From an optimization exercise on the open Yosys and OpenROAD flow, aimed at small area and a short achievable clock period; shortcuts taken in it are not production practice.
RTL that was checked went through simulation tests only; none was proved equivalent to the original.
Power is estimated from default activity; no workload was simulated.

== job 9027 ==
## pipelined_div
module pipelined_div #(
   parameter int unsigned N = 16,
   parameter int unsigned D = 16
) (
   input  logic         clk,
   input  logic         rst,
   input  logic         ce,
   input  logic         in_valid,
   input  logic [N-1:0] dividend,
   input  logic [D-1:0] divisor,
   output logic         out_valid,
   output logic [N-1:0] quotient,
   output logic [D-1:0] remainder
);
   logic [N:0] vld_q;
   always_ff @(posedge clk) begin
      if (!rst) vld_q <= '0;
      else if (ce) vld_q <= {vld_q[N-1:0], in_valid};
   end
   logic [N-1:0] dq_q0;
   logic [D-1:0] div_q0;
   always_ff @(posedge clk) begin
      if (ce) begin
         dq_q0  <= dividend;
         div_q0 <= divisor;
      end
   end
   genvar k;
   generate
      for (k = 0; k < int'(N); k++) begin : g_stage
         logic [N-1:0] dq_in;
         logic [D-1:0] div_in;
         logic [k:0]   trial;
         logic         hi_zero;
         logic         fits;
         logic [k:0]   rem_d;
         logic [N-1:0] dq_d;
         if (k == 0) begin : g_first
            assign dq_in  = dq_q0;
            assign div_in = div_q0;
            assign trial  = ~dq_in[N-1];
         end else begin : g_next
            assign dq_in  = g_stage[k-1].dq_q;
            assign div_in = g_stage[k-1].div_q;
            assign trial  = {g_stage[k-1].rem_q, ~dq_in[N-1]};
         end
         if (k + 1 < int'(D)) begin : g_hi
            assign hi_zero = ~|div_in[D-1:k+1];
         end else begin : g_nohi
            assign hi_zero = 1'b1;
         end
         div_step #(.W(k + 1)) u_step (
            .t    (trial),
            .d    (div_in[k:0]),
            .hz   (hi_zero),
            .fits (fits),
            .rem  (rem_d)
         );
  ...
For scale: ~69 I/O pins, about 28,000 sq um of cells after synthesis.
==> flow/config.mk <==
export PLATFORM = sky130hd
export DESIGN_NAME = pipelined_div
export DESIGN_NICKNAME = pipelined_div
export VERILOG_FILES = /design/flow/design.v
export SDC_FILE = /design/flow/constraint.sdc
export NUM_CORES = 4
export LEC_CHECK = 0
export ABC_AREA = 1
export CAP_MARGIN = 20
export CORE_MARGIN = 2
export CORE_UTILIZATION = 55
export CTS_BUF_LIST = sky130_fd_sc_hd__clkbuf_16
export CTS_CLUSTER_DIAMETER = 100
export CTS_CLUSTER_SIZE = 25
export PLACE_DENSITY = 0.7
export SETUP_SLACK_MARGIN = 1.8
export SLEW_MARGIN = 20
==> flow/constraint.sdc <==
create_clock -name core_clock -period 4.0 [get_ports {clk}]
set_input_delay 0.8000 -clock core_clock [delete_from_list [all_inputs] [get_ports {clk}]]
set_output_delay 0.8000 -clock core_clock [all_outputs]
set_load 0.01 [all_outputs]
standard.sh (not shown) runs the stock make flow with config.mk's settings and CLKGATE_MAP_FILE= SYNTH_SCRIPT=/design/flow/synth_recipe.tcl, a recipe that flattens the netlist after the stock synthesis.
==> flow/flow/run.sh <==
#!/bin/bash
# The standard layout, with plain buffers (not delay cells) on the ports and no dummy clock loads.
set -euo pipefail
export BUFFER_PORTS_ARGS="-buffer_cell sky130_fd_sc_hd__buf_2"
export CTS_ARGS="-sink_clustering_enable -repair_clock_nets -sink_clustering_size 25 -sink_clustering_max_diameter 100 -buf_list sky130_fd_sc_hd__clkbuf_16 -dont_use_dummy_load"
bash standard.sh > standard.log 2>&1
> inputs changed (job 9027 -> job 1487)
Settings: SETUP_SLACK_MARGIN now 2.0, was 1.8.
==> flow/flow/run.sh <==
#!/bin/bash
# The standard layout, with plain buffers (not delay cells) on the ports.
set -euo pipefail
export BUFFER_PORTS_ARGS="-buffer_cell sky130_fd_sc_hd__buf_2"
bash standard.sh > standard.log 2>&1
### Flow results
Beginning of the critical path: g_stage[13].rem_q[2] -> job 1487, g_stage[14].dq_q[15] -> job 9027
Re number of maximum-capacitance violations: no difference whatsoever between job 9027 and job 1487.
Number of nets in the final layout went up by a few percent going from job 9027 to job 1487.
The maximum clock frequency of job 1487 is higher than that of job 9027.
The switching share of power of job 1487 exceeds that of job 9027 by 0.83 points.
Row final period demand of the worst path: job 1487 lower / job 9027 higher
[inputs] job 832 vs job 1487
Settings: CORE_UTILIZATION changed from 55 to 40; SETUP_SLACK_MARGIN changed from 2.0 to 1.8; PLACE_DENSITY removed (was 0.7).
Findings:
Cell count after placement, job 832 vs job 1487: up by a little under 10%
Longest individual stage delay on the worst path, job 832 and job 1487: smaller value in job 832
Per the comparison of job 832 with job 1487, average via count per standard cell decreased about 9%, sum of routed wire length over all layers increased by 1.7% relative to the old numbers, sequential share of layout area higher, multi-input gate share of the layout cell area saw a decrease, fraction of power consumed by the clock network rose by 3.0 points.
| number of cells in the finished layout apart from fillers | lower: job 1487 |
Input-level comparison between job 917 and job 832:
Settings: SETUP_SLACK_MARGIN now 1.6, was 1.8; PLACE_DENSITY now 0.7, previously not set; CORE_UTILIZATION now 55, was 40.
- Run comparison: job 917 launching element of the worst setup path g_stage[5].div_q[7]; job 832 launching element of the worst setup path g_stage[11].div_q[1]
- Height of the die in job 917 vs job 832: down about 15%
- Summary of job 917 over job 832: worst max-slew margin expressed relative to the limit shows a reduction of 9.5 points; routed wire length shows a reduction of 4100 um.
- Between job 917 and job 832, it is job 917 whose post-synthesis to final-layout area growth is lower, by 3.7 points.
- Going from job 832 to job 917, required time of the critical path essentially unchanged; global router's overall resource usage increased 4.2 points; share of total power in the clock network decreased 2.5 points; non-clock buffer count decreased 50.
- The capturing element of the worst setup path comes out g_stage[12].rem_q[4] in one run and g_stage[6].rem_q[0] in the other, namely in job 832 and job 917 respectively.
### job 917 -> job 475
Settings: swapping 0.7 for 0.75 in PLACE_DENSITY; swapping 55 for 60 in CORE_UTILIZATION; swapping 1.6 for 1.9 in SETUP_SLACK_MARGIN.
Notes after the runs:
For job 475 and job 917, there was not a single run that failed to finish clean.
Job 475 vs job 917: total routing usage reported by global routing up
Maximum clock frequency: job 475 vs job 917 up 33 MHz
The total detailed-routing wirelength in job 475 was higher than what job 917 gave.
In the metrics for job 475 and job 917, the one carrying the lower non-clock buffer count is job 917.
Going from job 917 to job 475, hold slack grows by 0.0094 ns.
Between job 475 and job 917, it is job 475 whose setup slack of the critical path after layout is higher, by 0.15 ns.
NOTE: global-route track usage on met1 in job 475 exceeds that of job 917
Placed cell area essentially unchanged between job 917 and job 475.
First-iteration DRC count (job 475 vs. job 917) increases by more than 10%
Final cell count: job 475 vs job 917, no meaningful difference
Share of total power in combinational logic sits higher in job 475 than in job 917.
What job 514 does differently from job 475 at the input level:
Settings: changing PLACE_DENSITY from 0.75 to 0.65; changing SETUP_SLACK_MARGIN from 1.9 to 1.8; changing CORE_UTILIZATION from 60 to 50.
### Flow results
In job 514, die area is higher than in job 475.
Between job 514 and job 475, it is job 514 whose number of CTS-inserted buffers is higher, by about 10%.
Taking job 475 as the reference point, the total number of nets in the final design of job 514 falls by 45.
Job 514 vs job 475 on detailed-routed wire length on met2: job 514 is the lower one.
Taking job 475 as the reference point, the global-route track usage on met2 of job 514 falls by 6.1 points.

== job 6541 ==
pipelined_div, a different RTL version from the one above (not shown whole).
For scale: roughly 680 flip-flops, roughly 30,000 um2 of cells after synthesis.
make LEC_CHECK=0 ABC_AREA=1 CAP_MARGIN=20 CORE_MARGIN=2 CORE_UTILIZATION=40 CTS_BUF_LIST='sky130_fd_sc_hd__clkbuf_4 sky130_fd_sc_hd__clkbuf_8' CTS_CLUSTER_SIZE=30 SETUP_SLACK_MARGIN=1.8 SLEW_MARGIN=20 finish   # period 4.0 ns
run.sh (not shown) runs the stock make flow with config.mk's settings and CLKGATE_MAP_FILE= SYNTH_SCRIPT=/design/flow/synth_recipe.tcl, a recipe that flattens the netlist after the stock synthesis.
Stock flow here: none of the scripts above is used.
> inputs changed (job 6541 -> job 9833)
- CTS_BUF_LIST no longer set, was sky130_fd_sc_hd__clkbuf_4 sky130_fd_sc_hd__clkbuf_8
- CTS_CLUSTER_SIZE no longer set, was 30
[summary]
In job 9833, post-CTS setup buffer count is lower than in job 6541. Job 9833 vs job 6541, launch point of the critical path: g_stage[14].rem_q[13] vs g_stage[12].div_q[2]. Critical path depth in cells in job 9833 is 2 higher than in job 6541. On detailed-route wire length, job 9833 and job 6541 are basically level. Diff job 9833 and job 6541: cell depth of the worst flop-to-flop path higher in job 9833. Relative to job 6541, setup slack decreased by 0.035 ns in job 9833. Layout overhead on the synthesized area for job 9833 is higher than for job 6541. Taking job 6541 as the reference, in job 9833 first-pass GRT wire length decreased by 0.43% relative to the old numbers; final period demand of the worst path increased by 0.035 ns relative to the old numbers.

pipelined_div, a different RTL version from the one above (not shown whole).
Size: roughly 680 flip-flops, roughly 69 I/O pins, ~30000 um2 of cells after synthesis.
clock: 4.0 ns
lec_check: 0
abc_area: 1
cap_margin: 20
core_margin: 2
core_utilization: 40
setup_slack_margin: 2.2
slew_margin: 20
The first run completed with no timing, DRC or antenna violations.
Edit:
--- a/flow/config.mk
+++ b/flow/config.mk
@@ -7,3 +7,2 @@
 export LEC_CHECK = 0
-export ABC_AREA = 1
 export CAP_MARGIN = 20
@@ -11,3 +10,3 @@
 export CORE_UTILIZATION = 40
-export SETUP_SLACK_MARGIN = 2.2
+export SETUP_SLACK_MARGIN = 1.8
 export SLEW_MARGIN = 20
Outcome: Synthesized cell count decreases by 26%. Final cell count decreases by 21%. Power decreases by 6.0%. Combinational power decreases by 33%.
Edit:
--- a/flow/config.mk
+++ b/flow/config.mk
@@ -7,2 +7,3 @@
 export LEC_CHECK = 0
+export ABC_AREA = 1
 export CAP_MARGIN = 20
After rerunning:
- first-iteration DRC count rises by about 35%
- critical path depth increases by 2
- routed wire length climbs by about 34%
- clock-buffer cell count climbs by 3
Edit:
--- a/flow/config.mk
+++ b/flow/config.mk
@@ -7,3 +7,2 @@
 export LEC_CHECK = 0
-export ABC_AREA = 1
 export CAP_MARGIN = 20
@@ -11,3 +10,3 @@
 export CORE_UTILIZATION = 40
-export SETUP_SLACK_MARGIN = 1.8
+export SETUP_SLACK_MARGIN = 2.2
 export SLEW_MARGIN = 20
Result: The new run ran to the end with no violations. Clock-buffer cell count is higher by 12. Total power fell by 3.1%. Non-clock buffer count increases by 31. Cell count decreases by 17%. Register-to-register slack degrades by 0.45 ns. Die area is lower by 6.2%. Maximum frequency is lower by 17%. Routed wire length came out lower by 26%.
No run of this note included a check of the RTL's function; only the layout flow was run.

The RTL this note starts from:
==> flow/design.v <==
module pipelined_div #(
   parameter int unsigned N = 16,
   parameter int unsigned D = 16
) (
   input  logic         clk,
   input  logic         rst,
   input  logic         ce,
   input  logic         in_valid,
   input  logic [N-1:0] dividend,
   input  logic [D-1:0] divisor,
   output logic         out_valid,
   output logic [N-1:0] quotient,
   output logic [D-1:0] remainder
);
   logic [N:0] vld_q;
   always_ff @(posedge clk) begin
      if (!rst) vld_q <= '0;
      else if (ce) vld_q <= {vld_q[N-1:0], in_valid};
   end
   logic [N-1:0] dq_q0;
   logic [D-1:0] div_q0;
   always_ff @(posedge clk) begin
      if (ce) begin
         dq_q0  <= dividend;
         div_q0 <= divisor;
      end
   end
   genvar k;
   generate
      for (k = 0; k < int'(N); k++) begin : g_stage
         logic [N-1:0] dq_in;
         logic [D-1:0] div_in;
         logic [k:0]   trial;
         logic         hi_zero;
         logic         fits;
         logic [k:0]   rem_d;
         logic [N-1:0] dq_d;
         if (k == 0) begin : g_first
            assign dq_in  = dq_q0;
            assign div_in = div_q0;
            assign trial  = ~dq_in[N-1];
         end else begin : g_next
            assign dq_in  = g_stage[k-1].dq_q;
            assign div_in = g_stage[k-1].div_q;
            assign trial  = {g_stage[k-1].rem_q, ~dq_in[N-1]};
         end
         if (k + 1 < int'(D)) begin : g_hi
            assign hi_zero = ~|div_in[D-1:k+1];
         end else begin : g_nohi
            assign hi_zero = 1'b1;
         end
         div_step #(.W(k + 1)) u_step (
            .t    (trial),
            .d    (div_in[k:0]),
            .hz   (hi_zero),
            .fits (fits),
            .rem  (rem_d)
         );
         assign dq_d  = {dq_in[N-2:0], fits};
         logic [k:0]   rem_q;
         logic [N-1:0] dq_q;
         logic [D-1:0] div_q;
         if (k + 1 < int'(N)) begin : g_mid
            always_ff @(posedge clk) begin
               if (ce) begin
                  rem_q <= rem_d;   
                  dq_q  <= dq_d;
                  div_q <= div_in;
               end
            end
         end else begin : g_last
            always_ff @(posedge clk) begin
               if (!rst) begin
                  rem_q <= '0;
                  dq_q  <= '0;
               end else if (ce) begin
                  rem_q <= ~rem_d;
                  dq_q  <= dq_d;
               end
            end
            assign div_q = '0;
         end
      end
   endgenerate
   assign out_valid = vld_q[N];
   assign quotient  = g_stage[N-1].dq_q;
   assign remainder = g_stage[N-1].rem_q;
endmodule
module div_step #(
   parameter int W = 16
) (
   input  logic [W-1:0] t,
   input  logic [W-1:0] d,
   input  logic         hz,
   output logic         fits,
   output logic [W-1:0] rem
);
   localparam int L = (W > 8) ? 4 : (W > 4) ? 3 : (W > 2) ? 2 : 1;
   logic [W-1:0] g [L+1];
   logic [W-1:0] p [L+1];
   logic [W:0]   b;
   logic [W-1:0] gg, pp, gt, pt;
   always_comb begin
      gg = t & d;
      pp = t | d;
      for (int l = 0; l < L; l++) begin
         for (int i = 0; i < W; i++) begin
            if ((i + 1) % (2 << l) == 0) begin
               gg[i] = gg[i] | (pp[i] & gg[i-(1<<l)]);
               pp[i] = pp[i] & pp[i-(1<<l)];
            end
         end
      end
      for (int l = L - 2; l >= 0; l--) begin
         for (int i = 0; i < W; i++) begin
            if ((i + 1) % (2 << l) == (1 << l) && i >= (2 << l)) begin
               gg[i] = gg[i] | (pp[i] & gg[i-(1<<l)]);
               pp[i] = pp[i] & pp[i-(1<<l)];
            end
         end
      end
      g[L] = gg;
      gt = t & d;
      pt = t | d;
      for (int l = 0; l < L; l++) begin
         for (int i = 0; i < W; i += (2 << l)) begin
            if (i + (1 << l) < W) begin
               gt[i + (1 << l)] = gt[i + (1 << l)] | (pt[i + (1 << l)] & gt[i]);
               pt[i + (1 << l)] = pt[i + (1 << l)] & pt[i];
               gt[i] = gt[i + (1 << l)];
               pt[i] = pt[i + (1 << l)];
            end
         end
      end
      b = {g[L], 1'b0};
      fits = hz & ~gt[0];
      rem = t ^ ({W{fits}} & (d ^ b[W-1:0]));
   end
endmodule
clock: 4.0 ns
lec_check: 0
abc_area: 1
cap_margin: 20
core_margin: 2
core_utilization: 55
cts_buf_list: sky130_fd_sc_hd__clkbuf_16
cts_cluster_diameter: 100
cts_cluster_size: 25
place_density: 0.7
setup_slack_margin: 1.8
slew_margin: 20
standard.sh (not shown) runs the stock make flow with config.mk's settings and CLKGATE_MAP_FILE= SYNTH_SCRIPT=/design/flow/synth_recipe.tcl, a recipe that flattens the netlist after the stock synthesis.
==> flow/flow/run.sh <==
#!/bin/bash
# The standard layout, with plain buffers (not delay cells) on the ports.
set -euo pipefail
export BUFFER_PORTS_ARGS="-buffer_cell sky130_fd_sc_hd__buf_2"
bash standard.sh > standard.log 2>&1
The first run finished with timing, DRC and antenna clean.
Edit:
--- a/flow/config.mk
+++ b/flow/config.mk
@@ -14,4 +14,4 @@
 export CTS_CLUSTER_SIZE = 25
 export PLACE_DENSITY = 0.7
-export SETUP_SLACK_MARGIN = 1.8
+export SETUP_SLACK_MARGIN = 1.9
 export SLEW_MARGIN = 20
Utilization went up by 1.8 points. Die area is unchanged. Worst setup slack improved by 0.019 ns. Routed wire length went up by 4.5%. Global-route usage went up by 0.27 points. Critical path depth went up by 1. Power went up by 1.1%. Area after synthesis stays the same. Cell area went up by 2.9%.
Edit:
--- a/flow/config.mk
+++ b/flow/config.mk
@@ -14,4 +14,4 @@
 export CTS_CLUSTER_SIZE = 25
 export PLACE_DENSITY = 0.7
-export SETUP_SLACK_MARGIN = 1.9
+export SETUP_SLACK_MARGIN = 1.7
 export SLEW_MARGIN = 20
After rerunning:
- utilization fell by 2.7 points
- global-route usage falls by 0.29 points
- via count decreases by about 3%
- cell area came out lower by 4.3%
- synthesized area is unchanged
- hold slack is about the same
- final cell count came out lower by 2.8%
- power falls by about 1.8%
Edit:
--- a/flow/config.mk
+++ b/flow/config.mk
@@ -14,4 +14,4 @@
 export CTS_CLUSTER_SIZE = 25
 export PLACE_DENSITY = 0.7
-export SETUP_SLACK_MARGIN = 1.7
+export SETUP_SLACK_MARGIN = 2.0
 export SLEW_MARGIN = 20
Setup slack gets better by 0.12 ns; clock-buffer cell count stays the same; final area is higher by 9.0%; combinational power is higher by 43%; global-route usage is higher by 0.85 points; register-to-register slack gets better by 0.12 ns; power is higher by 3.7%.
No functional check of the RTL was part of any run of this note.

[separate check: timing with driven ports]
Ports are ideal in the flow. The routed layouts listed here were re-timed in OpenROAD. Step 1: set_driving_cell puts a clkbuf_16 on clk and a buf_2 on each other input, an assumption about the parent block. Step 2, shift: input delay + t, output delay - t, t = (earliest + latest rising clock arrival at the registers) / 2. This alone moves slack from input paths to output paths. a / b / c = ideal / step 1 / step 2; a / b = the first two.
run | shift t [ns] | setup slack, ns | worst slew at a driven data input, ns | pins driven straight from the clock port
job 9027 | 0.665 | 1.918 / 1.918 / 1.542 | 0.05 | 1
job 1487 | 0.674 | 1.990 / 1.990 / 1.550 | 0.05 | 1
job 832 | 0.634 | 1.906 / 1.906 / 1.524 | 0.05 | 1
job 917 | 0.673 | 1.787 / 1.787 / 1.570 | 0.05 | 1
job 475 | 0.663 | 1.937 / 1.937 / 1.575 | 0.05 | 1
job 514 | 0.623 | 1.931 / 1.931 / 1.543 | 0.05 | 1
job 6541 | 0.752 | 1.818 / 1.818 / 1.311 | 0.05 | 1
job 9833 | 0.671 | 1.783 / 1.783 / 1.646 | 0.05 | 1
the first run of note 3 | 0.673 | 1.789 / 1.789 / 1.642 | 0.05 | 1
the second run of note 3 | 0.657 | 1.331 / 1.331 / 1.331 | 0.05 | 1
the third run of note 3 | 0.671 | 1.783 / 1.783 / 1.646 | 0.05 | 1
the fourth run of note 3 | 0.669 | 1.329 / 1.329 / 1.329 | 0.05 | 1
the first run of note 4 | 0.645 | 1.898 / 1.898 / 1.373 | 0.05 | 1
the second run of note 4 | 0.645 | 1.917 / 1.917 / 1.373 | 0.05 | 1
the third run of note 4 | 0.645 | 1.787 / 1.787 / 1.395 | 0.05 | 1
the fourth run of note 4 | 0.647 | 1.911 / 1.911 / 1.454 | 0.05 | 1
After both steps every run listed still meets setup and hold. The setup slack of the second run of note 4, which loses most, moves by 0.000 ns with the drivers and by -0.544 ns with both steps.
